What follows belongs to an exercise in optimizing a design on an open flow for small area; a production flow would make more cautious choices.
Only simulation tests tie the RTL to the original design; equivalence was not proved.
Power is estimated from default activity; no workload was simulated.

### flow/design.v
package vsn_sparam_pkg;
    localparam int NPORTS_DEFAULT     = 3;
    localparam int COEF_WIDTH_DEFAULT = 16;
endpackage
module vsn_coef_ramp #(
    parameter int COEF_WIDTH = 16,
    parameter int RAMP_LOG2  = 4
) (
    input  logic                  clk,
    input  logic                  resetn,
    input  logic [COEF_WIDTH-1:0] target,
    input  logic                  load,
    input  logic                  keep,
    output logic [COEF_WIDTH-1:0] value
);
    localparam int ACCW = COEF_WIDTH + RAMP_LOG2;
    logic [COEF_WIDTH:0] delta_q;
    logic [COEF_WIDTH:0] delta_d;
    logic [ACCW-1:0]     acc_q;
    logic [ACCW-1:0]     acc_d;
    vsn_split_add #(.W(COEF_WIDTH + 1), .B0(6), .B(6)) u_sub (
        .a   ({target[COEF_WIDTH-1], target}),
        .b   (~{value[COEF_WIDTH-1], value}),
        .cin (1'b1),
        .sum (delta_d)
    );
    vsn_split_add #(.W(ACCW), .B0(10), .B(10)) u_acc (
        .a   (acc_q),
        .b   ({{(RAMP_LOG2-1){delta_q[COEF_WIDTH]}}, delta_q}),
        .cin (1'b0),
        .sum (acc_d)
    );
    always_ff @(posedge clk or negedge resetn) begin
        if (!resetn) begin
            delta_q <= '0;
        end else if (load) begin
            delta_q <= delta_d;
        end else if (!keep) begin
            delta_q <= '0;
        end
    end
    always_ff @(posedge clk or negedge resetn) begin
        if (!resetn) begin
            acc_q <= '0;
        end else begin
            acc_q <= acc_d;
        end
    end
    assign value = acc_q[RAMP_LOG2 +: COEF_WIDTH];
endmodule
module vsn_split_add #(
    parameter int W  = 20,
    parameter int B0 = 7,
    parameter int B  = 7
) (
    input  logic [W-1:0] a,
    input  logic [W-1:0] b,
    input  logic         cin,
    output logic [W-1:0] sum
);
    localparam int NB = 1 + (W - B0 + B - 1) / B;
    logic [NB:0] bc;
    logic [B0:0] c;
    assign c[0] = cin;
    for (genvar i = 0; i < B0; i++) begin : g_lo
        assign sum[i] = a[i] ^ b[i] ^ c[i];
        assign c[i+1] = (a[i] & b[i]) | (c[i] & (a[i] ^ b[i]));
    end
    assign bc[1] = c[B0];
    for (genvar k = 1; k < NB; k++) begin : g_blk
        localparam int LO = B0 + (k - 1) * B;
        localparam int N  = (W - LO < B) ? (W - LO) : B;
        logic [N:0]   ch;
        logic [N-1:0] s0;
        logic [N:0]   all1;
        assign ch[0]   = 1'b0;
        assign all1[0] = 1'b1;
        for (genvar i = 0; i < N; i++) begin : g_bit
            assign s0[i]       = a[LO+i] ^ b[LO+i] ^ ch[i];
            assign ch[i+1]     = (a[LO+i] & b[LO+i]) | (ch[i] & (a[LO+i] ^ b[LO+i]));
            assign all1[i+1]   = all1[i] & s0[i];
            assign sum[LO+i]   = s0[i] ^ (bc[k] & all1[i]);
        end
        assign bc[k+1] = ch[N] | (all1[N] & bc[k]);
    end
endmodule
module vsn_sparam_coef_loader #(
    parameter int NPORTS     = vsn_sparam_pkg::NPORTS_DEFAULT,
    parameter int COEF_WIDTH = vsn_sparam_pkg::COEF_WIDTH_DEFAULT,
    parameter int RAMP_LOG2  = 4
) (
    input  logic                                 clk,
    input  logic                                 resetn,
    input  logic                                 wr_valid,
    output logic                                 wr_ready,
    input  logic [1:0]                           wr_row,
    input  logic [1:0]                           wr_col,
    input  logic [COEF_WIDTH-1:0]                wr_data,
    input  logic                                 commit_valid,
    output logic                                 commit_ready,
    input  logic                                 err_clear,
    output logic                                 err_addr,
    output logic                                 busy,
    output logic [NPORTS*NPORTS*COEF_WIDTH-1:0]  S_out
);
    localparam int NCOEF = NPORTS * NPORTS;
    logic                 busy_q;
    logic [RAMP_LOG2-1:0] cnt_q;
    logic                 err_q;
    logic                 wr_bad;
    logic                 commit_fire;
    logic                 keep;
    logic                 clean_q;
    assign wr_ready     = 1'b1;
    assign wr_bad       = (wr_row == 2'd3) || (wr_col == 2'd3);
    assign commit_ready = !busy_q;
    assign busy         = busy_q;
    assign commit_fire  = commit_valid && !busy_q;
    assign keep         = busy_q && !(&cnt_q);
    assign err_addr     = err_q;
    always_ff @(posedge clk or negedge resetn) begin
        if (!resetn) begin
            busy_q <= 1'b0;
            cnt_q  <= '0;
        end else begin
            if (commit_fire) begin
                busy_q <= 1'b1;
            end else if (&cnt_q) begin
                busy_q <= 1'b0;
            end
            if (busy_q) begin
                cnt_q <= cnt_q + 1'b1;
            end
        end
    end
    always_ff @(posedge clk or negedge resetn) begin
        if (!resetn) begin
            clean_q <= 1'b0;
        end else begin
            clean_q <= 1'b1;
        end
    end
    always_ff @(posedge clk or negedge resetn) begin
        if (!resetn) begin
            err_q <= 1'b0;
        end else if (wr_valid && wr_bad) begin
            err_q <= 1'b1;
        end else if (err_clear) begin
            err_q <= 1'b0;
        end
    end
    for (genvar i = 0; i < NCOEF; i++) begin : g_coef
        localparam int ROW = i / NPORTS;
        localparam int COL = i % NPORTS;
        logic                  hit;
        logic [COEF_WIDTH-1:0] shadow_q;
        logic [COEF_WIDTH-1:0] target;
        assign hit    = wr_valid && (wr_row == 2'(ROW)) && (wr_col == 2'(COL));
        assign target = hit ? wr_data : (shadow_q & {COEF_WIDTH{clean_q}});
        always_ff @(posedge clk) begin
            shadow_q <= target;
        end
        vsn_coef_ramp #(
            .COEF_WIDTH (COEF_WIDTH),
            .RAMP_LOG2  (RAMP_LOG2)
        ) u_ramp (
            .clk    (clk),
            .resetn (resetn),
            .target (target),
            .load   (commit_fire),
            .keep   (keep),
            .value  (S_out[i*COEF_WIDTH +: COEF_WIDTH])
        );
    end
endmodule
### flow/flow/run.sh
#!/bin/bash
# Own layout flow: the standard ORFS flow, with the port buffers that
# buffer_ports inserts on every input and output made the smallest buffer cell,
# and ORFS's power recovery (downsizing gates off the critical paths after
# global routing) enabled. The make output (all tools) goes to standard.log in
# the work folder; ORFS keeps each step's own log under orfs/logs/.
set -euo pipefail
export BUFFER_PORTS_ARGS="-buffer_cell sky130_fd_sc_hd__buf_1"
export RECOVER_POWER=100
bash standard.sh > standard.log 2>&1
### flow/standard.sh
#!/bin/bash
# synth_recipe.tcl (not shown) runs the flow's synth.tcl, then flattens the netlist and writes it again
# the make line also repeats each setting of config.mk as NAME=value (left out here)
make -C /OpenROAD-flow-scripts/flow DESIGN_CONFIG=/design/flow/config.mk WORK_HOME=/design/flow/orfs CLKGATE_MAP_FILE= SYNTH_SCRIPT=/design/flow/synth_recipe.tcl "${@:-finish}"
### flow/config.mk
export PLATFORM = sky130hd
export DESIGN_NAME = vsn_sparam_coef_loader
export DESIGN_NICKNAME = vsn_sparam_coef_loader
export VERILOG_FILES = /design/flow/design.v
export SDC_FILE = /design/flow/constraint.sdc
export NUM_CORES = 4
export LEC_CHECK = 0
export CAP_MARGIN = 20
export CORE_MARGIN = 2
export CORE_UTILIZATION = 40
export CTS_CLUSTER_DIAMETER = 100
export CTS_CLUSTER_SIZE = 26
export SLEW_MARGIN = 20
### flow/constraint.sdc
create_clock -name core_clock -period 5.0 [get_ports {clk}]
set_input_delay 1.0000 -clock core_clock [delete_from_list [all_inputs] [get_ports {clk}]]
set_output_delay 1.0000 -clock core_clock [all_outputs]
set_load 0.01 [all_outputs]
==> results of run 1 <==
==> repair_timing <==
item                       in CTS  in global routing
pin swaps                       4                 10
gates resized for setup        30                 33
setup endpoints to repair      61                 61
gates cloned                    0                  0
buffers inserted                0                  7
hold buffers                    0                  0
==> layout make-up <==
cell class | count | share of cell area (%)
Clock buffer | 35 | 2.33
Clock inverter | 9 | 0.350
Inverter | 255 | 3.31
Multi-Input combinational cell | 1482 | 45.9
Sequential cell | 484 | 39.4
Tap cell | 864 | 3.74
Timing Repair Buffer | 289 | 5.01
==> critical path: cells and delay by family, from the launching register on <==
family	cells	cell delay [ns]
xor+xnor	1	0.13
fa+ha+maj	10	3.75
buf+inv	1	0.08
flops	1	0.40
simple gates	3	0.37
==> cells by family after synthesis <==
logic type               Yosys count  synth area share [%]
AND/OR/NAND/NOR                  632                  10.9
buffers and inverters            504                  9.25
other                              1                0.0140
multiplexers                       1                0.0421
XOR/XNOR                         143                  4.68
flip-flops                       484                  42.6
adder cells (fa/ha/maj)          343                  23.6
AO/OA/AOI/OAI                    361                  8.87
==> stage by stage <==
step	util, %	TNS [ns]	cells
after global routing	43.8	-0.00225	3418
after floorplan	-	0	2470
after CTS	43.9	0	3411
final	43.8	0	3418
after detailed placement	42.6	-9.61	3367
after global placement	42.6	-3.65	3367
==> path summary, 6_finish.rpt <==
path                       cells past startpoint                                   end                                    start  slack (ns)
max                                           15  g_coef[0].u_ramp.acc_q[18]$_DFF_PN0_  g_coef[0].u_ramp.delta_q[0]$_DFFE_PN0P_        0.16
min                                            2         g_coef[3].shadow_q[7]$_DFF_P_            g_coef[3].shadow_q[7]$_DFF_P_        0.48
max reg2reg                                   15  g_coef[0].u_ramp.acc_q[18]$_DFF_PN0_  g_coef[0].u_ramp.delta_q[0]$_DFFE_PN0P_        0.16
min reg2reg                                    2         g_coef[3].shadow_q[7]$_DFF_P_            g_coef[3].shadow_q[7]$_DFF_P_        0.48
max in group asynchronous                      2                     clean_q$_DFF_PN0_                                   resetn        1.01
min in group asynchronous                      1   g_coef[2].u_ramp.acc_q[1]$_DFF_PN0_                                   resetn        1.36
==> cells in the mapped netlist, types with 3 or more instances <==
master / count / area share (%)
a22o_1: 36 / 1.2
nand3b_1: 8 / 0.22
nor4_1: 19 / 0.44
o211ai_1: 5 / 0.14
nor3b_1: 4 / 0.11
inv_1: 255 / 3.6
and2_1: 18 / 0.42
nor2b_1: 8 / 0.19
nor4b_4: 5 / 0.44
o21ai_0: 214 / 4.0
or3_1: 15 / 0.35
nand4bb_1: 4 / 0.17
dfrtp_1: 340 / 32
o31a_1: 4 / 0.13
buf_4: 146 / 4.1
or4b_1: 4 / 0.15
nor3_1: 22 / 0.41
ha_1: 73 / 3.4
nor3b_2: 3 / 0.14
o21a_1: 57 / 1.6
fa_1: 270 / 20
xnor2_1: 90 / 2.9
nand2b_1: 14 / 0.33
xor2_1: 53 / 1.7
clkbuf_1: 79 / 1.1
buf_2: 14 / 0.26
a41oi_4: 5 / 0.51
a221o_1: 4 / 0.15
dfxtp_1: 144 / 11
nor2_1: 35 / 0.49
o31ai_1: 11 / 0.31
or4_1: 5 / 0.14
buf_1: 6 / 0.084
a41oi_1: 4 / 0.13
a32o_1: 12 / 0.45
nand3_1: 45 / 0.84
a21boi_0: 5 / 0.14
nand2_1: 415 / 5.8
==> power breakdown <==
part	internal [mW]	total (mW)	switching (mW)
clock	1.03	2.39	1.36
combinational	3.94	8.79	4.85
sequential	5.31	6.52	1.21
total	10.3	17.7	7.42
==> registers in the layout (all words and copies together) (netlist names) <==
name and flops:
err_q 1, cnt_q 4, g_coef.shadow_q 144, g_coef.u_ramp.delta_q 153
busy_q 1, g_coef.u_ramp.acc_q 180, clean_q 1
==> cells in the final DEF, fill, tap and decap left out, types with 14 or more instances in the layout <==
master | Yosys | routed
a22o_1 | 36 | 36
and2_1 | 18 | 14
buf_1 | 6 | 163
buf_4 | 146 | 77
clkbuf_1 | 79 | 44
clkbuf_16 | 0 | 25
dfrtp_1 | 340 | 339
dfxtp_1 | 144 | 144
fa_1 | 270 | 201
fa_2 | 0 | 69
ha_1 | 73 | 73
inv_1 | 255 | 255
nand2_1 | 415 | 414
nand3_1 | 45 | 44
nor2_1 | 35 | 32
nor3_1 | 22 | 18
nor4_1 | 19 | 19
o21a_1 | 57 | 57
o21ai_0 | 214 | 214
or3_1 | 15 | 15
xnor2_1 | 90 | 86
xor2_1 | 53 | 53
==> layer usage <==
layer / GRT usage (%) / vias to the layer above / part of all wire, %
met4: 4.66 / 0 / 2.7
met1: 23.3 / 8372 / 42
li1: - / 7855 / -
met3: 3.67 / 74 / 4.8
met5: 0 / - / 0
met2: 31.7 / 250 / 50
==> flow_summary.json, run 1 <==
{
  "fin_area_um2": 28900,
  "powerDensity_nw_per_um2": 612,
  "port_buffers": 171,
  "cts_root_buf": "clkbuf_16",
  "hp-class": "flip-flop to flip-flop",
  "antenna_left": 0,
  "nets": 2904,
  "cp_max_fo": 4,
  "peakVddDrop_uv": 482,
  "synth_area_um2": 26700,
  "start_util_pct": 40.5,
  "grt_max_degree": 155,
  "drv_cap": 1,
  "critPathMostFrequentCell": "fa_2",
  "crit_chain": "ha_1 -> fa_2 -> fa_2 -> fa_1 -> fa_2 -> fa_2 -> fa_2 -> fa_2 -> fa_1 -> inv_1 -> fa_2 -> or4b_4 -> nand2b_4 -> nor2_1 -> xnor2_1",
  "timing_hold_violations_final": 0,
  "vias_per_cell": 4.84,
  "htree_levels": 1,
  "synth_edf_count": 0,
  "dieHeight_um": 263,
  "yosys.cell_types.count": 51,
  "cts_buffer_depth": 3,
  "antennaDiodeCount": 0,
  "die_area_um2": 68900,
  "slowest_delay_ns": 0.46,
  "drive_above_1_share_pct": 9.63,
  "syn_to_final_growth_pct": 8.16,
  "cts_tree": "yes",
  "cp-end-kind": "flip-flop",
  "slowest_stage": "fa_1",
  "first_pass_iters": 7,
  "period_minus_slack_ns": 4.84,
  "antenna_found_initial": 0,
  "fin_crit_sh_pct": 96.7,
  "cts_sinks": 484,
  "grt_use_total_pct": 18.3,
  "grt_overflow": 0,
  "seq_area_um2": 11400,
  "critical_path_class": "flip-flop to flip-flop",
  "num_vias": 16551,
  "fin_skew_ns": 0.0177,
  "p_leak_nw": 12.1,
  "dp.final_hpwl_mm": 45.0,
  "clock_latency_ns": 0.59,
  "postLayoutSetupSlackWorst_ns": 0.165,
  "syn_inst": 2469,
  "drt-wirelength-per-cell_um": 17.7,
  "worstPathRequired_ns": 5.48,
  "die_width_um": 263,
  "ys_ff_latch": 484,
  "pre_cts_ws_ns": -0.249,
  "synth_ff_type": "dfrtp_1",
  "report.final.slew_viol_count": 53,
  "synth-seq-area-share_pct": 42.6,
  "routed_wl_mm": 60.5,
  "total_power_mw": 17.7,
  "multi_input_area_um2": 13300,
  "status": "failed layout checks",
  "syn_avg_cell_area_um2": 10.8,
  "cts_buffers": 24,
  "place_area_um2": 28100,
  "rows": 94,
  "arrival_ns": 5.32,
  "yosys_warnings": 2,
  "slew_headroom_pct": -94.6,
  "setup_violations": 0,
  "core_um2": 66000,
  "synthArstFlopShare_pct": 70.2,
  "gp_congestion": 0.797,
  "drt_iter0_drc": 924,
  "fin_hold_ws_ns": 0.479,
  "critPathLaunchType": "flip-flop",
  "fmax_ghz": 0.207,
  "grt_pass1_wl_mm": 100,
  "drc": 0,
  "grt_pass1_vias": 17938,
  "io_pins": 173,
  "tightest_slew_ns": 2.92,
  "cts.clk_slew.worst_paths_ns": 0.11,
  "so_faults": "max-capacitance violations, max-slew violations",
  "fill_cells": 6237
}
==> inputs of run 2 (changes only) <==
==> flow/flow/run.sh (replaced) <==
#!/bin/bash
# Own layout flow: the standard ORFS flow, with
# - the port buffers that buffer_ports inserts on every input and output made
#   the smallest buffer cell;
# - ORFS's power recovery (downsizing gates off the critical paths after global
#   routing) enabled.
# The make output (all tools) goes to standard.log in the work folder; ORFS
# keeps each step's own log under orfs/logs/.
set -euo pipefail
export BUFFER_PORTS_ARGS="-buffer_cell sky130_fd_sc_hd__buf_1"
export RECOVER_POWER=100
export PRE_GLOBAL_PLACE_TCL="$PWD/flow/pre_global_place.tcl"
bash standard.sh > standard.log 2>&1
==> flow/flow/pre_global_place.tcl (new file) <==
remove_buffers
--- a/flow/config.mk
+++ b/flow/config.mk
@@ -12,2 +12,3 @@
 export CTS_CLUSTER_SIZE = 26
+export GPL_TIMING_DRIVEN = 0
 export SLEW_MARGIN = 20
==> flow_summary.json, run 2 <==
{
  "synth_edf_count": 0,
  "fill_cells": 6086,
  "grt_max_degree": 70,
  "cts_sinks": 484,
  "tightest_slew_ns": 1.81,
  "top_layer": "met4",
  "syn_avg_cell_area_um2": 10.8,
  "rr_startpoint": "g_coef[0].u_ramp.delta_q[0]$_DFFE_PN0P_",
  "synth_most_common_cell": "nand2_1",
  "syn_to_final_growth_pct": 9.30,
  "timing_hold_violations_final": 0,
  "dp.final_hpwl_mm": 43.0,
  "slew_headroom_pct": -20.4,
  "htree_levels": 1,
  "seq_area_um2": 11400,
  "drive_above_1_share_pct": 10.4,
  "num_vias": 16504,
  "report.final.slew_viol_count": 93,
  "status": "failed layout checks",
  "critical_path_class": "primary input to flip-flop",
  "drt-wirelength-per-cell_um": 17.9,
  "antenna_left": 0,
  "synth_area_um2": 26700,
  "slowest_delay_ns": 0.43,
  "hp-class": "flip-flop to flip-flop",
  "utilization_pct": 44.3,
  "grt_pass1_wl_mm": 97.4,
  "crit_path_end": "g_coef[8].u_ramp.delta_q[14]$_DFFE_PN0P_",
  "synth-seq-area-share_pct": 42.6,
  "grt_use_total_pct": 17.9,
  "fin_crit_sh_pct": 97.5,
  "reg2regPathDepth": 15,
  "min_path_cells": 2,
  "dieHeight_um": 263,
  "wl_met3_mm": 3.76,
  "hold_buffers": 0,
  "postLayoutSetupSlackWorst_ns": 0.124,
  "synthTopCellsByArea": "dfrtp_1 32%, fa_1 20%, dfxtp_1 11%",
  "worstPathRequired_ns": 5.49,
  "fin_skew_ns": 0.0280,
  "clock_latency_ns": 0.60,
  "slowest_stage": "fa_1",
  "cts_buffer_depth": 3,
  "cts_tree": "yes",
  "antennaDiodeCount": 0,
  "tns_ns": 0,
  "core_um2": 66000,
  "p_leak_nw": 12.2,
  "yosys.cell_types.count": 51,
  "nets": 2856,
  "first_pass_iters": 5,
  "multi_input_area_um2": 13500,
  "ys_ff_latch": 484,
  "critPathMostFrequentCell": "fa_1",
  "dr_wl_met2_mm": 29.4,
  "yosys_warnings": 2,
  "rows": 94,
  "drv_cap": 3,
  "pre_cts_ws_ns": -1.27,
  "rr_endpoint": "g_coef[0].u_ramp.acc_q[18]$_DFF_PN0_",
  "powerDensity_nw_per_um2": 613,
  "grt_pass1_vias": 17281,
  "cp_max_fo": 4,
  "syn_inst": 2469,
  "biggestRegsByFlops": "g_coef.u_ramp.acc_q x180, g_coef.u_ramp.delta_q x153, g_coef.shadow_q x144",
  "startpoint": "wr_col[0]",
  "synth_top_area_share_pct": 31.8,
  "reg2reg_slack_ns": 0.17,
  "die_area_um2": 68900,
  "place_area_um2": 27900,
  "final_common_cell": "nand2_1",
  "fin_area_um2": 29200,
  "drc": 0,
  "arrival_ns": 5.37,
  "io_pins": 173,
  "synthArstFlopShare_pct": 70.2,
  "so_faults": "max-capacitance violations, max-slew violations",
  "drt_iter0_drc": 852,
  "peakVddDrop_uv": 323,
  "die_width_um": 263,
  "synth_ff_type": "dfrtp_1",
  "mostFrequentLayoutCells": "414 x nand2_1, 339 x dfrtp_1, 255 x inv_1",
  "cts_root_buf": "clkbuf_16",
  "synth_top_area_cell": "dfrtp_1",
  "crit_chain": "buf_2 -> nand3b_1 -> buf_6 -> buf_4 -> nor2_4 -> nand2_1 -> o21a_1 -> ha_1 -> fa_1 -> fa_1 -> inv_1 -> fa_1 -> inv_1 -> fa_1 -> fa_2 -> and3b_2 -> a41oi_2 -> or3_1 -> a32o_1",
  "largest_reg_flops": 180,
  "antenna_found_initial": 1,
  "start_util_pct": 40.5,
  "cts_buffers": 27,
  "synthTopCellsByCount": "415 x nand2_1, 340 x dfrtp_1, 270 x fa_1",
  "period_minus_slack_ns": 4.88,
  "critPathLaunchType": "primary input",
  "grt_overflow": 0,
  "largest_register": "g_coef.u_ramp.acc_q",
  "met1Wirelength_mm": 25.8,
  "routed_wl_mm": 60.2,
  "port_buffers": 171,
  "fmax_ghz": 0.205,
  "gp_congestion": 0.773,
  "cts.clk_slew.worst_paths_ns": 0.10,
  "cp-end-kind": "flip-flop",
  "setup_violations": 0,
  "vias_per_cell": 4.90,
  "total_power_mw": 17.9
}
run 2: routing by layer:
layer,GRT usage (%),vias up
li1,-,7796
met1,23.6,8360
met2,30.3,282
met3,4.23,66
met4,3.36,0
met5,0,-
run 2: critical path: cells and delay by family:
kind            cells  cell delay (ns)
fa+ha+maj           6             1.92
buf+inv             5             0.64
compound gates      3             0.59
simple gates        5             1.21
run 2: area by class of cell:
| cell class | instances | area share, % |
|---|---|---|
| multi-input combinational | 1489 | 46.1 |
| sequential | 484 | 39.0 |
| timing repair buffer | 231 | 4.97 |
| tap | 864 | 3.70 |
| inverter | 255 | 3.27 |
| clock buffer | 32 | 2.38 |
| clock inverter | 14 | 0.565 |
run 2: repair_timing:
action	4_1_cts	5_1_grt
gates cloned	5	2
buffers inserted	8	21
pin swaps	9	16
resized for setup	45	49
endpoints found under the setup margin	99	90
run 2: worst min path at each step:
stage,from,end,slack [ns]
global route,g_coef[1].u_ramp.acc_q[0]$_DFF_PN0_,g_coef[1].u_ramp.acc_q[0]$_DFF_PN0_,0.50
global placement,g_coef[3].shadow_q[14]$_DFF_P_,g_coef[3].shadow_q[14]$_DFF_P_,0.44
floorplan,g_coef[3].shadow_q[14]$_DFF_P_,g_coef[3].shadow_q[14]$_DFF_P_,0.43
finish,g_coef[3].shadow_q[14]$_DFF_P_,g_coef[3].shadow_q[14]$_DFF_P_,0.47
CTS,resetn,g_coef[2].u_ramp.delta_q[2]$_DFFE_PN0P_,0.34
detailed placement,g_coef[3].shadow_q[14]$_DFF_P_,g_coef[3].shadow_q[14]$_DFF_P_,0.46
run 2: metrics by stage:
step	instances	hold slack, ns
6_report	3369	0.470
5_1_grt	3369	0.498
4_1_cts	3346	0.339
3_5_place_dp	3287	0.457
3_3_place_gp	3256	0.444
2_1_floorplan	2470	0.435
run 2: power by group:
group          leakage, nW  switching [mW]  internal, mW
registers             5.36            1.13          5.31
logic                 6.38            4.90          4.04
clock network        0.422            1.47          1.07
total                 12.2            7.50          10.4
run 2: cells by family (layout without fill, tap and decap cells):
family	count (synthesis)	after routing	synth area share [%]
DFF	484	484	42.6
AOI/OAI and AO/OA	361	361	8.87
adders and majority gates	343	343	23.6
muxes	1	1	0.0421
and+or+nand+nor	632	639	10.9
other	1	2	0.0140
xor gates and xnor gates	143	143	4.68
buffers and inverters	504	532	9.25
==> inputs of run 3 (changes only) <==
--- a/flow/design.v
+++ b/flow/design.v
@@ -8,17 +8,19 @@
 ) (
-    input  logic                  clk,
-    input  logic                  resetn,
-    input  logic [COEF_WIDTH-1:0] target,
-    input  logic                  load,
-    input  logic                  keep,
-    output logic [COEF_WIDTH-1:0] value
+    input  logic                        clk,
+    input  logic                        resetn,
+    input  logic [COEF_WIDTH-1:0]       target,
+    input  logic                        load,
+    input  logic                        keep,
+    input  logic [(1<<RAMP_LOG2)-1:0]   frac_carry,
+    output logic [COEF_WIDTH-1:0]       value
 );
-    localparam int ACCW = COEF_WIDTH + RAMP_LOG2;
-    logic [COEF_WIDTH:0] delta_q;
-    logic [COEF_WIDTH:0] delta_d;
-    logic [ACCW-1:0]     acc_q;
-    logic [ACCW-1:0]     acc_d;
+    localparam int QW = COEF_WIDTH + 1 - RAMP_LOG2;
+    logic [COEF_WIDTH:0]   delta_q;
+    logic [COEF_WIDTH:0]   delta_d;
+    logic [COEF_WIDTH-1:0] value_q;
+    logic [COEF_WIDTH-1:0] value_d;
+    logic                  carry;
     vsn_split_add #(.W(COEF_WIDTH + 1), .B0(6), .B(6)) u_sub (
         .a   ({target[COEF_WIDTH-1], target}),
-        .b   (~{value[COEF_WIDTH-1], value}),
+        .b   (~{value_q[COEF_WIDTH-1], value_q}),
         .cin (1'b1),
@@ -26,7 +28,8 @@
     );
-    vsn_split_add #(.W(ACCW), .B0(10), .B(10)) u_acc (
-        .a   (acc_q),
-        .b   ({{(RAMP_LOG2-1){delta_q[COEF_WIDTH]}}, delta_q}),
-        .cin (1'b0),
-        .sum (acc_d)
+    assign carry = frac_carry[delta_q[RAMP_LOG2-1:0]];
+    vsn_split_add #(.W(COEF_WIDTH), .B0(8), .B(8)) u_step (
+        .a   (value_q),
+        .b   ({{(RAMP_LOG2-1){delta_q[COEF_WIDTH]}}, delta_q[COEF_WIDTH:RAMP_LOG2]}),
+        .cin (carry),
+        .sum (value_d)
     );
@@ -43,8 +46,8 @@
         if (!resetn) begin
-            acc_q <= '0;
+            value_q <= '0;
         end else begin
-            acc_q <= acc_d;
-        end
-    end
-    assign value = acc_q[RAMP_LOG2 +: COEF_WIDTH];
+            value_q <= value_d;
+        end
+    end
+    assign value = value_q;
 endmodule
@@ -106,2 +109,14 @@
     localparam int NCOEF = NPORTS * NPORTS;
+    localparam int NSTEP = 1 << RAMP_LOG2;
+    function automatic logic [NSTEP*NSTEP-1:0] fc_table(input int n);
+        logic [NSTEP*NSTEP-1:0] t;
+        t = '0;
+        for (int k = 0; k < n; k++) begin
+            for (int r = 0; r < NSTEP; r++) begin
+                t[k*NSTEP + r] = (((k + 1) * r) / NSTEP) != ((k * r) / NSTEP);
+            end
+        end
+        fc_table = t;
+    endfunction
+    localparam logic [NSTEP*NSTEP-1:0] FC_TABLE = fc_table(NSTEP);
     logic                 busy_q;
@@ -113,2 +128,3 @@
     logic                 clean_q;
+    logic [(1<<RAMP_LOG2)-1:0] frac_carry;
     assign wr_ready     = 1'b1;
@@ -130,7 +146,16 @@
             end
-            if (busy_q) begin
-                cnt_q <= cnt_q + 1'b1;
-            end
-        end
-    end
+            cnt_q <= cnt_d;
+        end
+    end
+    logic [RAMP_LOG2-1:0] cnt_d;
+    logic [(1<<RAMP_LOG2)-1:1] frac_carry_q;
+    logic [(1<<RAMP_LOG2)-1:1] frac_carry_d;
+    assign cnt_d = busy_q ? cnt_q + 1'b1 : cnt_q;
+    always_comb begin
+        frac_carry_d = FC_TABLE[cnt_d*NSTEP+1 +: NSTEP-1];
+    end
+    always_ff @(posedge clk) begin
+        frac_carry_q <= frac_carry_d;
+    end
+    assign frac_carry = {frac_carry_q, 1'b0};
     always_ff @(posedge clk or negedge resetn) begin
@@ -171,2 +196,3 @@
             .keep   (keep),
+            .frac_carry (frac_carry),
             .value  (S_out[i*COEF_WIDTH +: COEF_WIDTH])
==> flow/flow/run.sh (replaced) <==
#!/bin/bash
# Own layout flow: the standard ORFS flow, with the port buffers that
# buffer_ports inserts on every input and output made the smallest buffer cell.
# The make output (all tools) goes to standard.log in the work folder; ORFS
# keeps each step's own log under orfs/logs/.
set -euo pipefail
export BUFFER_PORTS_ARGS="-buffer_cell sky130_fd_sc_hd__buf_1"
bash standard.sh > standard.log 2>&1
--- a/flow/config.mk
+++ b/flow/config.mk
@@ -9,6 +9,5 @@
 export CORE_MARGIN = 2
-export CORE_UTILIZATION = 40
+export CORE_UTILIZATION = 60
 export CTS_CLUSTER_DIAMETER = 100
 export CTS_CLUSTER_SIZE = 26
-export GPL_TIMING_DRIVEN = 0
 export SLEW_MARGIN = 20
removed: flow/flow/pre_global_place.tcl
==> flow_summary.json, run 3 <==
{
  "peakVddDrop_uv": 485,
  "arrival_ns": 5.43,
  "grt_pass1_vias": 17687,
  "fin_crit_sh_pct": 99.5,
  "dp.final_hpwl_mm": 42.3,
  "fill_cells": 3287,
  "cp-end-kind": "flip-flop",
  "dp_cells": 3053,
  "hold_buffers": 0,
  "grt_max_degree": 155,
  "largest_reg_flops": 153,
  "tns_ns": 0,
  "final_common_cell": "nand2_1",
  "core_um2": 41900,
  "synth_edf_count": 0,
  "setup_violations": 0,
  "muxShareOfSynthArea_pct": 4.16,
  "htree_levels": 1,
  "ys_ff_latch": 463,
  "grt_use_total_pct": 28.1,
  "vias_per_cell": 5.41,
  "timing_hold_violations_final": 0,
  "postLayoutSetupSlackWorst_ns": 0.0274,
  "yosys_warnings": 2,
  "dieHeight_um": 210,
  "fin_skew_ns": 0.0160,
  "gp_congestion": 0.848,
  "start_util_pct": 60.7,
  "synthArstFlopShare_pct": 65.7,
  "slew_headroom_pct": 22.0,
  "drt_iter0_drc": 1052,
  "drt-wirelength-per-cell_um": 18.8,
  "stdcell_count": 3096,
  "powerDensity_nw_per_um2": 625,
  "worstPathRequired_ns": 5.46,
  "utilization_pct": 67.7,
  "rows": 75,
  "cts.clk_slew.worst_paths_ns": 0.11,
  "num_vias": 16746,
  "status": "complete, no violations",
  "clock_latency_ns": 0.56,
  "routed_wl_mm": 58.2,
  "drc": 0,
  "antenna_left": 0,
  "mostFrequentLayoutCells": "422 x nand2_1, 294 x dfrtp_1, 247 x inv_1",
  "critPathLaunchType": "flip-flop",
  "synthTopCellsByCount": "423 x nand2_1, 304 x dfrtp_1, 262 x inv_1",
  "port_buffers": 171,
  "synth_area_um2": 25400,
  "die_width_um": 210,
  "drv_cap": 0,
  "syn_avg_cell_area_um2": 10.9,
  "hp-class": "primary input to async pin",
  "biggestRegsByFlops": "g_coef.u_ramp.delta_q x153, g_coef.shadow_q x144, g_coef.u_ramp.value_q x144",
  "report.final.slew_viol_count": 0,
  "antennaDiodeCount": 0,
  "grt_overflow": 0,
  "die_area_um2": 44000,
  "synth_top_area_share_pct": 30.0,
  "synth-compound-area-share_pct": 9.54,
  "pre_cts_ws_ns": -0.293,
  "tightest_slew_ns": 1.17,
  "antenna_found_initial": 0,
  "synthAdderAreaFrac_pct": 22.7,
  "cts_buffers": 21,
  "critical_path_class": "flip-flop to flip-flop",
  "grt_pass1_wl_mm": 96.3,
  "cts_root_buf": "clkbuf_16",
  "io_pins": 173,
  "first_pass_iters": 8,
  "rsz0062_at_grt": "true",
  "p_leak_nw": 12.0,
  "synth_xor_area_share_pct": 4.28,
  "nets": 2882,
  "synthTopCellsByArea": "dfrtp_1 30%, fa_1 19%, dfxtp_1 13%",
  "yosys.cell_types.count": 52,
  "syn_to_final_growth_pct": 11.5,
  "synth_top_area_cell": "dfrtp_1",
  "synth_ff_type": "dfrtp_1",
  "syn_inst": 2326,
  "synth_top_family_by_area": "adder cells",
  "synth_most_common_cell": "nand2_1",
  "cts_sinks": 463,
  "period_minus_slack_ns": 4.97,
  "drive_above_1_share_pct": 13.9,
  "cp_max_fo": 4,
  "cts_buffer_depth": 3,
  "largest_register": "g_coef.u_ramp.delta_q",
  "synth-seq-area-share_pct": 42.5,
  "synth_simple_gate_area_share_pct": 11.1,
  "cts_tree": "yes",
  "fmax_ghz": 0.201
}
-- run 3: cell count changes after synthesis, sizes merged, moves of 19 or more --
cell   change
dfrtp     -36
fa        -27
mux2i     +19
mux4      +38
xnor2     -33
buf      -138
-- run 3: layout make-up --
class,instances,area (um^2),area share (%)
Multi-Input combinational cell,1487,13500,47.7
Sequential cell,463,10800,38.2
Timing Repair Buffer,308,1750,6.17
Inverter,262,986,3.48
Tap cell,539,674,2.38
Clock buffer,36,592,2.09
Clock inverter,1,5.00,0.0177
-- run 3: power breakdown --
group          switching [mW]  leakage (nW)  internal [mW]
Combinational            4.96          6.71           4.26
Sequential               1.39          5.05           5.08
Clock                    1.21         0.286          0.820
Total                    7.56          12.0           10.2
-- run 3: logic make-up (layout without fill, tap and decap cells) --
logic type / Yosys count / after routing
adders and majority gates: 314 / 314
and+or+nand+nor: 619 / 619
xor gates and xnor gates: 124 / 124
DFF: 463 / 463
other: 1 / 2
AOI/OAI and AO/OA: 370 / 370
muxes: 58 / 58
buffers and inverters: 377 / 607
-- run 3: per-stage QoR --
| step | instance area, um^2 | hold WS [ns] | total power, mW |
|---|---|---|---|
| finish | 28300 | 0.373 | 17.7 |
| detailed placement | 27400 | 0.466 | 15.5 |
| global route | 28300 | 0.384 | 19.4 |
| floorplan | 25500 | 0.445 | 12.6 |
| CTS | 28200 | 0.367 | 17.7 |
| global placement | 27400 | 0.457 | 15.1 |
-- run 3: layer usage --
metal / track usage [%] / vias to the layer above / routed length [um]
met5: 0 / - / 0
met4: 6.92 / 0 / 1610
met3: 3.71 / 77 / 2670
met2: 47.7 / 379 / 28900
met1: 38.7 / 8338 / 25000
li1: - / 7952 / -
-- run 3: path summary, 6_finish.rpt --
kind | start | endpoint | slack, ns | cells after the start
worst max-delay path | g_coef[7].u_ramp.delta_q[0]$_DFFE_PN0P_ | g_coef[7].u_ramp.value_q[15]$_DFF_PN0_ | 0.03 | 16
worst min-delay path | resetn | g_coef[5].u_ramp.value_q[2]$_DFF_PN0_ | 0.37 | 1
worst max register to register | g_coef[7].u_ramp.delta_q[0]$_DFFE_PN0P_ | g_coef[7].u_ramp.value_q[15]$_DFF_PN0_ | 0.03 | 16
worst min register to register | g_coef[1].shadow_q[5]$_DFF_P_ | g_coef[1].shadow_q[5]$_DFF_P_ | 0.48 | 2
max in group asynchronous | resetn | g_coef[6].u_ramp.value_q[12]$_DFF_PN0_ | 3.54 | 2
min in group core_clock | g_coef[1].shadow_q[5]$_DFF_P_ | g_coef[1].shadow_q[5]$_DFF_P_ | 0.48 | 2
-- run 3: critical path, cell delays in order (launching register included) --
cell and delay, ns:
dfrtp_2 0.44, mux4_2 0.53, mux4_2 0.54, inv_2 0.08
fa_2 0.19, inv_2 0.04, fa_2 0.33, fa_2 0.35
fa_2 0.41, fa_2 0.39, fa_2 0.35, fa_2 0.37
fa_2 0.36, nand4b_1 0.15, or3_4 0.18, nor3_2 0.05
xnor2_1 0.13
-- run 3: timing repair --
item                       4_1_cts  5_1_grt
buffers inserted                 5        1
gates resized for setup         43       50
pin swaps                       22       55
setup endpoints to repair       70       59
==> inputs of run 4 (changes only) <==
--- a/flow/config.mk
+++ b/flow/config.mk
@@ -7,3 +7,3 @@
 export LEC_CHECK = 0
-export CAP_MARGIN = 20
+export CAP_MARGIN = 0
 export CORE_MARGIN = 2
@@ -12,2 +12,2 @@
 export CTS_CLUSTER_SIZE = 26
-export SLEW_MARGIN = 20
+export SLEW_MARGIN = 0
==> flow_summary.json, run 4 <==
{
  "status": "complete, no violations",
  "stdcell_count": 3096,
  "first_pass_iters": 8,
  "dieHeight_um": 210,
  "rr_startpoint": "g_coef[7].u_ramp.delta_q[0]$_DFFE_PN0P_",
  "synth_ff_type": "dfrtp_1",
  "drv_cap": 0,
  "slew_headroom_pct": 22.0,
  "syn_to_final_growth_pct": 11.5,
  "tightest_slew_ns": 1.17,
  "peakVddDrop_uv": 485,
  "slowest_stage": "mux4_2",
  "mostFrequentLayoutCells": "422 x nand2_1, 294 x dfrtp_1, 247 x inv_1",
  "drive_above_1_share_pct": 13.9,
  "worstPathRequired_ns": 5.46,
  "report.final.slew_viol_count": 0,
  "io_pins": 173,
  "port_buffers": 171,
  "largest_register": "g_coef.u_ramp.delta_q",
  "syn_avg_cell_area_um2": 10.9,
  "timing_hold_violations_final": 0,
  "critPathLaunchType": "flip-flop",
  "fin_crit_sh_pct": 99.5,
  "core_um2": 41900,
  "biggestRegsByFlops": "g_coef.u_ramp.delta_q x153, g_coef.shadow_q x144, g_coef.u_ramp.value_q x144",
  "synth_top_area_cell": "dfrtp_1",
  "synthTopCellsByArea": "dfrtp_1 30%, fa_1 19%, dfxtp_1 13%",
  "cts.clk_slew.worst_paths_ns": 0.11,
  "num_vias": 16746,
  "fmax_ghz": 0.201,
  "synthTopCellsByCount": "423 x nand2_1, 304 x dfrtp_1, 262 x inv_1",
  "p_leak_nw": 12.0,
  "cp_max_fo": 4,
  "grt_overflow": 0,
  "largest_reg_flops": 153,
  "start_util_pct": 60.7,
  "gp_congestion": 0.848,
  "synth_most_common_cell": "nand2_1",
  "grt_pass1_vias": 17687,
  "ys_ff_latch": 463,
  "critPathMostFrequentCell": "fa_2",
  "drc": 0,
  "fill_cells": 3287,
  "routed_wl_mm": 58.2,
  "vias_per_cell": 5.41,
  "hold_buffers": 0,
  "total_power_mw": 17.7,
  "startpoint": "g_coef[7].u_ramp.delta_q[0]$_DFFE_PN0P_",
  "powerDensity_nw_per_um2": 625,
  "crit_chain": "mux4_2 -> mux4_2 -> inv_2 -> fa_2 -> inv_2 -> fa_2 -> fa_2 -> fa_2 -> fa_2 -> fa_2 -> fa_2 -> fa_2 -> nand4b_1 -> or3_4 -> nor3_2 -> xnor2_1",
  "synth_area_um2": 25400,
  "grt_pass1_wl_mm": 96.3,
  "setup_violations": 0,
  "rows": 75,
  "drt_iter0_drc": 1052,
  "hp-class": "primary input to async pin",
  "synth-seq-area-share_pct": 42.5,
  "cts_buffer_depth": 3,
  "grt_use_total_pct": 28.1,
  "crit_buf_inv": 2,
  "yosys_warnings": 2,
  "yosys.cell_types.count": 52,
  "die_area_um2": 44000,
  "antennaDiodeCount": 0,
  "final_common_cell": "nand2_1",
  "cts_tree": "yes",
  "fin_hold_ws_ns": 0.373,
  "dp_cells": 3053,
  "die_width_um": 210,
  "antenna_left": 0,
  "cts_root_buf": "clkbuf_16",
  "dp.final_hpwl_mm": 42.3,
  "fin_skew_ns": 0.0160,
  "slowest_delay_ns": 0.54,
  "htree_levels": 1,
  "clock_latency_ns": 0.56,
  "antenna_found_initial": 0,
  "critical_path_class": "flip-flop to flip-flop",
  "cts_buffers": 21,
  "synthArstFlopShare_pct": 65.7,
  "nets": 2882,
  "synth_top_area_share_pct": 30.0,
  "cts_sinks": 463,
  "syn_inst": 2326,
  "rsz0062_at_grt": "true",
  "cp-end-kind": "flip-flop",
  "drt-wirelength-per-cell_um": 18.8,
  "period_minus_slack_ns": 4.97,
  "grt_max_degree": 155,
  "arrival_ns": 5.43,
  "worst_path_dominant_cell_family": "adder cells",
  "synth_edf_count": 0
}
run 4: final timing paths:
kind                                                     endpoint  slack (ns)  cells past startpoint
hold / removal              g_coef[5].u_ramp.value_q[2]$_DFF_PN0_        0.37                      1
setup reg to reg           g_coef[7].u_ramp.value_q[15]$_DFF_PN0_        0.03                     16
hold reg to reg                     g_coef[1].shadow_q[5]$_DFF_P_        0.48                      2
min in group core_clock             g_coef[1].shadow_q[5]$_DFF_P_        0.48                      2
max in group asynchronous  g_coef[6].u_ramp.value_q[12]$_DFF_PN0_        3.54                      2
setup / recovery           g_coef[7].u_ramp.value_q[15]$_DFF_PN0_        0.03                     16
run 4: metrics by stage:
stage          setup TNS, ns  cell area (um^2)  worst slack, ns  util, %
2_1_floorplan              0             25500         0.000503        -
3_3_place_gp           -7.26             27400           -0.246     65.6
3_5_place_dp          -14.52             27400           -0.293     65.6
4_1_cts                    0             28200         0.000985     67.3
5_1_grt               -0.989             28300          -0.0875     67.7
6_report                   0             28300           0.0274     67.7
run 4: logic make-up (layout without fill, tap and decap cells):
group | after synthesis | in the layout | share of synthesized area, %
flip-flops | 463 | 463 | 42.5
AND/OR/NAND/NOR | 619 | 619 | 11.1
AO/OA/AOI/OAI | 370 | 370 | 9.54
adder cells (fa/ha/maj) | 314 | 314 | 22.7
XOR/XNOR | 124 | 124 | 4.28
multiplexers | 58 | 58 | 4.16
buffers and inverters | 377 | 607 | 5.75
other | 1 | 2 | 0.0148
run 4: power by group:
group          switching (mW)  internal (mW)  total (mW)
clock network            1.21          0.820        2.03
registers                1.39           5.08        6.47
logic                    4.96           4.26        9.21
run 4: timing repair:
| action | in CTS | in global routing |
|---|---|---|
| endpoints found under the hold margin | 0 | 0 |
| gates resized for setup | 43 | 50 |
| endpoints found under the setup margin | 70 | 59 |
| pin swaps | 22 | 55 |
| setup buffers | 5 | 1 |
run 4: area by class of cell:
type                    instances  area (um^2)  share of cell area [%]
clock buffers                  36          592                    2.09
clock inverters                 1         5.00                  0.0177
inverters                     262          986                    3.48
multi-input cells            1487        13500                    47.7
flip-flops and latches        463        10800                    38.2
well taps                     539          674                    2.38
repair buffers                308         1750                    6.17
run 4: routing by layer:
metal  track usage [%]  vias to the layer above  part of all wire, %
met3              3.71                       77                  4.6
met2              47.7                      379                   50
li1                  -                     7952                    -
met1              38.7                     8338                   43
met5                 0                        -                    0
met4              6.92                        0                  2.8
run 4: worst register-to-register path: stages (launching register included):
cell and delay [ns]:
dfrtp_2 0.44, mux4_2 0.53, mux4_2 0.54, inv_2 0.08
fa_2 0.19, inv_2 0.04, fa_2 0.33, fa_2 0.35
fa_2 0.41, fa_2 0.39, fa_2 0.35, fa_2 0.37
fa_2 0.36, nand4b_1 0.15, or3_4 0.18, nor3_2 0.05
xnor2_1 0.13
==> inputs of run 5 (changes only) <==
--- a/flow/config.mk
+++ b/flow/config.mk
@@ -7,7 +7,7 @@
 export LEC_CHECK = 0
-export CAP_MARGIN = 0
+export CAP_MARGIN = 20
 export CORE_MARGIN = 2
-export CORE_UTILIZATION = 60
+export CORE_UTILIZATION = 40
 export CTS_CLUSTER_DIAMETER = 100
 export CTS_CLUSTER_SIZE = 26
-export SLEW_MARGIN = 0
+export SLEW_MARGIN = 20
==> flow_summary.json, run 5 <==
{
  "status": "complete, no violations",
  "io_pins": 173,
  "tightest_slew_ns": 0.972,
  "report.final.slew_viol_count": 0,
  "cts_sinks": 463,
  "core_um2": 63000,
  "drt_iter0_drc": 1058,
  "biggestRegsByFlops": "g_coef.u_ramp.delta_q x153, g_coef.shadow_q x144, g_coef.u_ramp.value_q x144",
  "setup_violations": 0,
  "antenna_left": 0,
  "die_width_um": 256,
  "cts_tree": "yes",
  "top_usage_layer": "met2",
  "synth_ff_type": "dfrtp_1",
  "timing_hold_violations_final": 0,
  "num_vias": 16864,
  "critical_path_class": "flip-flop to flip-flop",
  "p_leak_nw": 12.1,
  "rsz0062_at_grt": "true",
  "synth_top_area_cell": "dfrtp_1",
  "critPathLaunchType": "flip-flop",
  "die_area_um2": 65500,
  "yosys.cell_types.count": 52,
  "first_pass_iters": 7,
  "drv_cap": 0,
  "grt_use_total_pct": 19.0,
  "synth_edf_count": 0,
  "syn_inst": 2326,
  "clock_latency_ns": 0.60,
  "seq_area_um2": 10800,
  "synthTopCellsByCount": "423 x nand2_1, 304 x dfrtp_1, 262 x inv_1",
  "powerDensity_nw_per_um2": 619,
  "fin_skew_ns": 0.0271,
  "synthArstFlopShare_pct": 65.7,
  "vias_per_cell": 4.96,
  "start_util_pct": 40.3,
  "nets": 2878,
  "reg2reg_slack_ns": 0.11,
  "worstPathRequired_ns": 5.49,
  "cts.clk_slew.worst_paths_ns": 0.10,
  "peakVddDrop_uv": 310,
  "grt_overflow": 0,
  "drc": 0,
  "antenna_found_initial": 0,
  "dieHeight_um": 256,
  "dp.final_hpwl_mm": 43.9,
  "cts_buffers": 24,
  "hp-class": "primary input to async pin",
  "syn_to_final_growth_pct": 13.4,
  "synth_area_um2": 25400,
  "synth_most_common_cell": "nand2_1",
  "ys_ff_latch": 463,
  "tns_ns": 0,
  "met2_usage_pct": 33.0,
  "rows": 92,
  "multi_input_area_um2": 13500,
  "yosys_warnings": 2,
  "arrival_ns": 5.38,
  "synth-seq-area-share_pct": 42.5,
  "synth_top_area_share_pct": 30.0,
  "grt_max_degree": 97,
  "htree_levels": 1,
  "mostFrequentLayoutCells": "422 x nand2_1, 294 x dfrtp_1, 247 x inv_1",
  "drive_above_1_share_pct": 14.2,
  "syn_avg_cell_area_um2": 10.9,
  "grt.met3_usage_pct": 3.16,
  "drt-wirelength-per-cell_um": 17.9,
  "antennaDiodeCount": 0,
  "slew_headroom_pct": 35.0,
  "port_buffers": 171,
  "routed_wl_mm": 60.9,
  "period_minus_slack_ns": 4.89,
  "grt_pass1_vias": 17819,
  "cts_buffer_depth": 3,
  "gp_congestion": 0.831,
  "final_common_cell": "nand2_1",
  "grtUsageMet1_pct": 25.0,
  "fmax_ghz": 0.204,
  "grt_pass1_wl_mm": 99.0,
  "cp-end-kind": "flip-flop",
  "cts_root_buf": "clkbuf_16",
  "cp_max_fo": 4,
  "fill_cells": 5909,
  "utilization_pct": 45.7,
  "largest_reg_flops": 153,
  "largest_register": "g_coef.u_ramp.delta_q",
  "fin_crit_sh_pct": 97.9,
  "synthTopCellsByArea": "dfrtp_1 30%, fa_1 19%, dfxtp_1 13%"
}
[run 5: through the flow]
stage,area [um^2],power [mW],hold slack (ns),std cells,worst slack (ns)
finish,28800,17.8,0.428,3403,0.107
global placement,27800,15.1,0.458,3354,-0.204
global route,28800,19.6,0.459,3403,-0.0814
floorplan,25500,12.6,0.445,2327,0.000503
detailed placement,27800,15.5,0.464,3354,-0.301
CTS,28700,18.0,0.432,3401,0.00258
[run 5: cells by family after synthesis]
| group | Yosys count | synth area share, % |
|---|---|---|
| AND/OR/NAND/NOR | 619 | 11.1 |
| flip-flops | 463 | 42.5 |
| buffers and inverters | 377 | 5.75 |
| AO/OA/AOI/OAI | 370 | 9.54 |
| adder cells (fa/ha/maj) | 314 | 22.7 |
| XOR/XNOR | 124 | 4.28 |
| multiplexers | 58 | 4.16 |
| other | 1 | 0.0148 |
[run 5: area by class of cell]
class | instances | share of cell area (%)
multi-input cells | 1487 | 46.7
flip-flops and latches | 463 | 37.6
repair buffers | 301 | 5.98
well taps | 846 | 3.68
inverters | 262 | 3.42
clock buffers | 34 | 2.22
clock inverters | 10 | 0.400
[run 5: report_power, final]
part | total [mW] | switching, mW | leakage, nW | internal (mW)
Combinational | 9.02 | 4.87 | 6.67 | 4.15
Sequential | 6.49 | 1.41 | 5.05 | 5.09
Clock | 2.31 | 1.36 | 0.367 | 0.950
Total | 17.8 | 7.64 | 12.1 | 10.2
[run 5: path summary, 6_finish.rpt]
| kind | start | to | cells after the start |
|---|---|---|---|
| max | g_coef[4].u_ramp.delta_q[0]$_DFFE_PN0P_ | g_coef[4].u_ramp.value_q[15]$_DFF_PN0_ | 17 |
| max reg2reg | g_coef[4].u_ramp.delta_q[0]$_DFFE_PN0P_ | g_coef[4].u_ramp.value_q[15]$_DFF_PN0_ | 17 |
| min in group core_clock | g_coef[1].shadow_q[7]$_DFF_P_ | g_coef[1].shadow_q[7]$_DFF_P_ | 2 |
| min reg2reg | g_coef[1].shadow_q[7]$_DFF_P_ | g_coef[1].shadow_q[7]$_DFF_P_ | 2 |
| max in group asynchronous | resetn | clean_q$_DFF_PN0_ | 2 |
| min | resetn | g_coef[4].u_ramp.value_q[15]$_DFF_PN0_ | 1 |
[run 5: metal layers]
metal	share of wire, %	vias to the layer above
met5	0	-
met4	1.9	0
met2	50	350
li1	-	7983
met3	5.7	52
met1	42	8479
[run 5: worst max-delay path: stages, from the launching register on]
cell and delay [ns]:
dfrtp_2 0.44, mux4_2 0.52, mux4_2 0.53, inv_2 0.09, fa_2 0.19, inv_2 0.04, fa_2 0.35, fa_2 0.40
fa_2 0.35, fa_2 0.41, fa_2 0.40, fa_2 0.34, inv_2 0.06, fa_2 0.18, nand3b_1 0.14, or4_4 0.17
nor3_2 0.05, xnor2_1 0.13
[run 5: timing repair]
item | 4_1_cts | 5_1_grt
endpoints found under the setup margin | 68 | 55
pin swaps | 18 | 46
resized for setup | 47 | 43
hold buffers | 0 | 0
endpoints found under the hold margin | 0 | 0
buffers inserted | 3 | 2
==> inputs of run 6 (changes only) <==
--- a/flow/design.v
+++ b/flow/design.v
@@ -21,3 +21,3 @@
     logic [COEF_WIDTH-1:0] value_d;
-    logic                  carry;
+    logic                  carry_q;
     vsn_split_add #(.W(COEF_WIDTH + 1), .B0(6), .B(6)) u_sub (
@@ -28,7 +28,13 @@
     );
-    assign carry = frac_carry[delta_q[RAMP_LOG2-1:0]];
-    vsn_split_add #(.W(COEF_WIDTH), .B0(8), .B(8)) u_step (
+    always_ff @(posedge clk or negedge resetn) begin
+        if (!resetn) begin
+            carry_q <= 1'b0;
+        end else begin
+            carry_q <= frac_carry[delta_q[RAMP_LOG2-1:0]];
+        end
+    end
+    vsn_split_add #(.W(COEF_WIDTH), .B0(10), .B(6)) u_step (
         .a   (value_q),
         .b   ({{(RAMP_LOG2-1){delta_q[COEF_WIDTH]}}, delta_q[COEF_WIDTH:RAMP_LOG2]}),
-        .cin (carry),
+        .cin (carry_q),
         .sum (value_d)
@@ -146,3 +152,3 @@
             end
-            cnt_q <= cnt_d;
+            cnt_q  <= cnt_d;
         end
@@ -150,12 +156,4 @@
     logic [RAMP_LOG2-1:0] cnt_d;
-    logic [(1<<RAMP_LOG2)-1:1] frac_carry_q;
-    logic [(1<<RAMP_LOG2)-1:1] frac_carry_d;
-    assign cnt_d = busy_q ? cnt_q + 1'b1 : cnt_q;
-    always_comb begin
-        frac_carry_d = FC_TABLE[cnt_d*NSTEP+1 +: NSTEP-1];
-    end
-    always_ff @(posedge clk) begin
-        frac_carry_q <= frac_carry_d;
-    end
-    assign frac_carry = {frac_carry_q, 1'b0};
+    assign cnt_d      = busy_q ? cnt_q + 1'b1 : cnt_q;
+    assign frac_carry = FC_TABLE[cnt_d*NSTEP +: NSTEP];
     always_ff @(posedge clk or negedge resetn) begin
--- a/flow/config.mk
+++ b/flow/config.mk
@@ -9,3 +9,3 @@
 export CORE_MARGIN = 2
-export CORE_UTILIZATION = 40
+export CORE_UTILIZATION = 60
 export CTS_CLUSTER_DIAMETER = 100
==> flow_summary.json, run 6 <==
{
  "synth_area_um2": 25400,
  "cts_root_buf": "clkbuf_16",
  "start_util_pct": 60.6,
  "seqPwrFrac_pct": 35.9,
  "powerDensity_nw_per_um2": 615,
  "crit_path_end": "g_coef[0].u_ramp.value_q[15]$_DFF_PN0_",
  "synthAdderAreaFrac_pct": 22.6,
  "antennaDiodeCount": 0,
  "status": "complete, no violations",
  "timing_hold_violations_final": 0,
  "arrival_ns": 5.28,
  "drt_iter0_drc": 1252,
  "gp_congestion": 0.927,
  "antenna_left": 0,
  "drt-wirelength-per-cell_um": 18.3,
  "reg2reg_slack_ns": 0.19,
  "cts_tree": "yes",
  "dp.final_hpwl_mm": 41.9,
  "mostFrequentLayoutCells": "431 x nand2_1, 318 x inv_1, 312 x dfrtp_1",
  "grt_overflow": 0,
  "fin_skew_ns": 0.0467,
  "critical_path_class": "flip-flop to flip-flop",
  "cp_max_fo": 3,
  "peakVddDrop_uv": 725,
  "synth_top_area_share_pct": 30.9,
  "p_int_mw": 9.50,
  "cp-end-kind": "flip-flop",
  "period_minus_slack_ns": 4.81,
  "synthTopCellsByArea": "dfrtp_1 31%, fa_1 19%, dfxtp_1 11%",
  "synth_top_area_cell": "dfrtp_1",
  "port_buffers": 171,
  "core_um2": 41900,
  "utilization_pct": 66.8,
  "io_pins": 173,
  "drive_above_1_share_pct": 9.76,
  "yosys_warnings": 2,
  "grt_pass1_vias": 18348,
  "cts.clk_slew.worst_paths_ns": 0.11,
  "largest_register": "g_coef.u_ramp.delta_q",
  "nets": 2977,
  "report.final.slew_viol_count": 0,
  "htree_levels": 1,
  "synth_most_common_cell": "nand2_1",
  "setup_violations": 0,
  "largest_reg_flops": 153,
  "final_common_cell": "nand2_1",
  "power_frac_comb_pct": 52.4,
  "cts_buffer_depth": 3,
  "postLayoutSetupSlackWorst_ns": 0.190,
  "fin_crit_sh_pct": 96.2,
  "pre_cts_ws_ns": -0.374,
  "p_sw_mw": 7.70,
  "dieHeight_um": 210,
  "biggestRegsByFlops": "g_coef.u_ramp.delta_q x153, g_coef.shadow_q x144, g_coef.u_ramp.value_q x144",
  "grt_pass1_wl_mm": 97.2,
  "tightest_slew_ns": 1.16,
  "synth_top_family_by_area": "adder cells",
  "drc": 0,
  "critPathLaunchType": "flip-flop",
  "routed_wl_mm": 58.4,
  "synthTopCellsByCount": "432 x nand2_1, 318 x inv_1, 313 x dfrtp_1",
  "rr_startpoint": "g_coef[0].u_ramp.value_q[0]$_DFF_PN0_",
  "cts_sinks": 457,
  "synth_xor_area_share_pct": 4.28,
  "die_area_um2": 43900,
  "synth-compound-area-share_pct": 12.4,
  "num_vias": 17545,
  "syn_avg_cell_area_um2": 10.3,
  "synth_edf_count": 0,
  "p_leak_nw": 12.3,
  "worstPathRequired_ns": 5.47,
  "grt_max_degree": 155,
  "synth_ff_type": "dfrtp_1",
  "drv_cap": 0,
  "yosys.cell_types.count": 84,
  "first_pass_iters": 5,
  "synth_simple_gate_area_share_pct": 11.3,
  "fmax_ghz": 0.208,
  "clockPowerShare_pct": 11.7,
  "grt_use_total_pct": 27.9,
  "antenna_found_initial": 0,
  "sw_frac_of_total_pct": 44.8,
  "startpoint": "g_coef[0].u_ramp.value_q[0]$_DFF_PN0_",
  "synthArstFlopShare_pct": 68.5,
  "synth-seq-area-share_pct": 42.3,
  "syn_inst": 2454,
  "clock_latency_ns": 0.59,
  "cts_buffers": 21,
  "rsz0062_at_grt": "false",
  "rr_endpoint": "g_coef[0].u_ramp.value_q[15]$_DFF_PN0_",
  "syn_to_final_growth_pct": 10.3,
  "ys_ff_latch": 457,
  "rows": 75,
  "reg2regPathDepth": 16,
  "slew_headroom_pct": 22.8,
  "vias_per_cell": 5.49,
  "hp-class": "primary input to async pin",
  "muxShareOfSynthArea_pct": 0.370,
  "die_width_um": 210
}
==> run 6: changes by cell type after synthesis, sizes merged, moves of 19 or more <==
cell / delta
inv: +59
mux4: -37
nor2: +33
and2: -22
o21a: -20
or3: -19
xor2: -19
==> run 6: routing by layer <==
metal  GRT usage, %  wire length (um)
met1           39.6             26200
met2           45.8             27900
met3           4.06              2920
met4           7.29              1400
met5              0                 0
==> run 6: metrics by stage <==
stage / hold WS [ns] / area (um^2) / power, mW / TNS, ns / instances
floorplan: 0.450 / 25400 / 12.2 / -0.000207 / 2455
global placement: 0.470 / 27200 / 14.7 / -5.65 / 3155
detailed placement: 0.475 / 27200 / 15.2 / -10.67 / 3155
CTS: 0.461 / 27900 / 17.3 / 0 / 3193
global route: 0.490 / 28000 / 18.8 / 0 / 3194
finish: 0.450 / 28000 / 17.2 / 0 / 3194
==> run 6: area by class of cell <==
class                           instances  area (um^2)
Fill cell                            3417        13900
Multi-Input combinational cell       1549        13200
Sequential cell                       457        10700
Timing Repair Buffer                  289         1610
Inverter                              322         1210
Tap cell                              539          674
Clock buffer                           36          582
Clock inverter                          2         20.0
==> run 6: timing repair <==
item	in CTS	in global routing
endpoints found under the setup margin	43	52
hold buffers	0	0
endpoints found under the hold margin	0	0
gates resized for setup	28	29
buffers inserted	0	1
pin swaps	1	3
==> run 6: how the worst min path moves through the flow <==
stage,slack [ns],cells after the start,to,from
2_1_floorplan,0.45,2,g_coef[1].u_ramp.delta_q[13]$_DFFE_PN0P_,g_coef[1].u_ramp.delta_q[13]$_DFFE_PN0P_
3_3_place_gp,0.47,2,g_coef[5].u_ramp.delta_q[13]$_DFFE_PN0P_,g_coef[5].u_ramp.delta_q[13]$_DFFE_PN0P_
3_5_place_dp,0.47,2,g_coef[3].u_ramp.delta_q[13]$_DFFE_PN0P_,g_coef[3].u_ramp.delta_q[13]$_DFFE_PN0P_
4_1_cts,0.46,1,g_coef[0].u_ramp.value_q[11]$_DFF_PN0_,resetn
5_1_grt,0.49,1,g_coef[0].u_ramp.value_q[10]$_DFF_PN0_,resetn
6_report,0.45,1,g_coef[0].u_ramp.value_q[11]$_DFF_PN0_,resetn
==> run 6: kinds of logic after synthesis <==
family,after synthesis
AOI/OAI and AO/OA,464
and+or+nand+nor,640
xor gates and xnor gates,123
DFF,457
buffers and inverters,449
other,1
adders and majority gates,312
muxes,8
==> run 6: worst max-delay path, cell delays in order, from the launching register on <==
cell and delay (ns):
dfrtp_1 0.41, inv_1 0.08, fa_1 0.16, inv_1 0.05, fa_1 0.37, fa_2 0.36
fa_1 0.39, fa_1 0.39, fa_1 0.40, fa_1 0.41, fa_1 0.41, fa_1 0.41
fa_2 0.37, nand3_1 0.13, or2_2 0.16, nor3_1 0.07, xnor2_1 0.13
==> run 6: power by group through the flow <==
stage | Sequential, mW | Clock (mW) | Combinational [mW]
after floorplan | 6.10 | 0 | 6.13
after global placement | 6.19 | 0 | 8.54
after detailed placement | 6.24 | 0 | 8.93
after CTS | 6.18 | 2.08 | 9.06
after global routing | 6.37 | 2.20 | 10.3
final | 6.17 | 2.02 | 9.01
==> inputs of run 7 (changes only) <==
--- a/flow/config.mk
+++ b/flow/config.mk
@@ -9,3 +9,3 @@
 export CORE_MARGIN = 2
-export CORE_UTILIZATION = 60
+export CORE_UTILIZATION = 40
 export CTS_CLUSTER_DIAMETER = 100
==> flow_summary.json, run 7 <==
{
  "dieHeight_um": 256,
  "cts_buffers": 22,
  "routed_wl_mm": 61.7,
  "final_common_cell": "nand2_1",
  "slowest_stage": "fa_1",
  "grt_pass1_wl_mm": 102,
  "powerDensity_nw_per_um2": 612,
  "fmax_ghz": 0.208,
  "fin_area_um2": 28400,
  "synth_most_common_cell": "nand2_1",
  "sw_frac_of_total_pct": 45.0,
  "biggestRegsByFlops": "g_coef.u_ramp.delta_q x153, g_coef.shadow_q x144, g_coef.u_ramp.value_q x144",
  "grt_use_total_pct": 19.3,
  "crit_chain": "inv_1 -> fa_1 -> inv_1 -> fa_1 -> fa_1 -> fa_1 -> fa_1 -> fa_1 -> fa_1 -> fa_1 -> fa_1 -> fa_1 -> nand3_1 -> or2_2 -> nor3_1 -> xnor2_1",
  "die_area_um2": 65400,
  "syn_avg_cell_area_um2": 10.3,
  "syn_inst": 2454,
  "dp.final_hpwl_mm": 44.1,
  "syn_to_final_growth_pct": 12.0,
  "report.final.slew_viol_count": 0,
  "gp_congestion": 0.907,
  "critPathMostFrequentCell": "fa_1",
  "cts_buffer_depth": 3,
  "fin_skew_ns": 0.0196,
  "fill_cells": 5974,
  "cp_max_fo": 3,
  "period_minus_slack_ns": 4.81,
  "worst_path_dominant_cell_family": "adder cells",
  "peakVddDrop_uv": 310,
  "cts_sinks": 457,
  "synth_top_area_cell": "dfrtp_1",
  "startpoint": "g_coef[0].u_ramp.value_q[0]$_DFF_PN0_",
  "synthTopCellsByCount": "432 x nand2_1, 318 x inv_1, 313 x dfrtp_1",
  "cp-end-kind": "flip-flop",
  "setup_violations": 0,
  "grt_max_degree": 138,
  "arrival_ns": 5.26,
  "hp-class": "primary input to async pin",
  "synth_top_area_share_pct": 30.9,
  "mostFrequentLayoutCells": "431 x nand2_1, 318 x inv_1, 312 x dfrtp_1",
  "nets": 2978,
  "first_pass_iters": 5,
  "die_width_um": 256,
  "port_buffers": 171,
  "core_um2": 62900,
  "synth-seq-area-share_pct": 42.3,
  "worstPathRequired_ns": 5.45,
  "synthArstFlopShare_pct": 68.5,
  "antenna_left": 0,
  "drv_cap": 0,
  "synth_ff_type": "dfrtp_1",
  "slew_headroom_pct": 26.8,
  "yosys.cell_types.count": 84,
  "rr_startpoint": "g_coef[0].u_ramp.value_q[0]$_DFF_PN0_",
  "stdcell_count": 3502,
  "grt_overflow": 0,
  "total_power_mw": 17.4,
  "p_sw_mw": 7.82,
  "power_frac_comb_pct": 52.0,
  "antennaDiodeCount": 0,
  "p_leak_nw": 12.3,
  "clockPowerShare_pct": 12.4,
  "rows": 92,
  "dp_cells": 3462,
  "largest_reg_flops": 153,
  "tightest_slew_ns": 1.10,
  "drc": 0,
  "cts.clk_slew.worst_paths_ns": 0.10,
  "place_area_um2": 27600,
  "yosys_warnings": 2,
  "grt_pass1_vias": 18564,
  "fin_hold_ws_ns": 0.405,
  "start_util_pct": 40.3,
  "antenna_found_initial": 0,
  "io_pins": 173,
  "p_int_mw": 9.57,
  "drt_iter0_drc": 1048,
  "drt-wirelength-per-cell_um": 17.6,
  "cts_root_buf": "clkbuf_16",
  "largest_register": "g_coef.u_ramp.delta_q",
  "synth_edf_count": 0,
  "num_vias": 17579,
  "fin_crit_sh_pct": 96.2,
  "status": "complete, no violations",
  "vias_per_cell": 5.02,
  "crit_buf_inv": 2,
  "htree_levels": 1,
  "timing_hold_violations_final": 0,
  "ys_ff_latch": 457,
  "critical_path_class": "flip-flop to flip-flop",
  "synth_area_um2": 25400,
  "seqPwrFrac_pct": 35.6,
  "drive_above_1_share_pct": 9.79,
  "critPathLaunchType": "flip-flop",
  "synthTopCellsByArea": "dfrtp_1 31%, fa_1 19%, dfxtp_1 11%",
  "cts_tree": "yes",
  "clock_latency_ns": 0.57,
  "slowest_delay_ns": 0.40
}
==> run 7: cell counts after synthesis <==
No cell type changed its count.
==> run 7: final cells by class <==
class                   count  area, um^2  share of cell area [%]
clock buffers              36         634                    2.23
clock inverters             3        41.3                   0.145
inverters                 322        1210                    4.26
multi-input cells        1549       13100                    46.3
flip-flops and latches    457       10700                    37.7
well taps                 846        1060                    3.73
repair buffers            289        1590                    5.61
==> run 7: logic make-up after synthesis <==
logic type	count (synthesis)	synth area share, %
adders and majority gates	312	22.6
xor gates and xnor gates	123	4.28
AOI/OAI and AO/OA	464	12.4
buffers and inverters	449	6.82
and+or+nand+nor	640	11.3
muxes	8	0.370
DFF	457	42.3
other	1	0.0148
==> run 7: power by group through the flow <==
stage	clock network [mW]	logic (mW)	registers (mW)
2_1_floorplan	0	6.13	6.10
3_3_place_gp	0	8.62	6.22
6_report	2.15	9.05	6.19
3_5_place_dp	0	9.01	6.27
5_1_grt	2.37	10.3	6.41
4_1_cts	2.24	9.12	6.21
==> run 7: path summary, 6_finish.rpt <==
check | end | slack, ns | depth (start not counted)
setup / recovery | g_coef[0].u_ramp.value_q[15]$_DFF_PN0_ | 0.19 | 16
hold / removal | g_coef[1].u_ramp.delta_q[13]$_DFFE_PN0P_ | 0.41 | 1
setup reg to reg | g_coef[0].u_ramp.value_q[15]$_DFF_PN0_ | 0.19 | 16
hold reg to reg | g_coef[5].shadow_q[1]$_DFF_P_ | 0.49 | 2
max in group asynchronous | g_coef[3].u_ramp.value_q[1]$_DFF_PN0_ | 3.41 | 2
min in group core_clock | g_coef[5].shadow_q[1]$_DFF_P_ | 0.49 | 2
==> run 7: routing by layer <==
metal | global-route usage, % | part of all wire [%] | vias up
met4 | 4.95 | 2.3 | 0
li1 | - | - | 8325
met1 | 25.7 | 44 | 8827
met3 | 2.72 | 4.4 | 84
met5 | 0 | 0 | -
met2 | 33.3 | 49 | 343
==> run 7: timing repair <==
| item | 4_1_cts | 5_1_grt |
|---|---|---|
| endpoints found under the setup margin | 41 | 50 |
| setup buffers | 0 | 1 |
| pin swaps | 0 | 3 |
| hold buffers | 0 | 0 |
| gates resized for setup | 25 | 27 |
==> run 7: through the flow <==
step,util [%],TNS (ns),worst slack (ns)
3_5_place_dp,43.9,-9.47,-0.361
6_report,45.2,0,0.190
5_1_grt,45.2,-0.000433,-0.000433
4_1_cts,45.1,0,0.00356
3_3_place_gp,43.9,-5.41,-0.275
2_1_floorplan,-,-0.000207,-0.000207

[re-timing with driven ports]
No port has a modelled driver above. Below, the same layouts with a new extraction and two added sets of constraints. Step 1: set_driving_cell puts a clkbuf_16 on clk and a buf_2 on each other input, an assumption about the parent block. Step 2 moves the port delays by t, midway between the first and last clock arrival at a register: inputs arrive t later, outputs are due t later. That takes back most of the time a late clock gives input paths. Three values: ideal ports, drivers, drivers and shift; two values: the first two.
run	shift t [ns]	slack for setup (ns)	slew at the worst register clock pin (ns)
run 1	0.640	0.165 / 0.165 / -0.377	0.11 / 0.11
run 2	0.649	0.124 / 0.163 / -0.486	0.11 / 0.11
run 3	0.615	0.027 / 0.027 / -0.248	0.11 / 0.11
run 4	0.615	0.027 / 0.027 / -0.248	0.11 / 0.11
run 5	0.641	0.107 / 0.107 / -0.329	0.12 / 0.12
run 6	0.621	0.190 / 0.190 / -0.331	0.11 / 0.11
run 7	0.615	0.190 / 0.190 / -0.249	0.11 / 0.11
The setup slack of run 2, which loses most, moves by +0.039 ns with the drivers and by -0.610 ns with both steps.
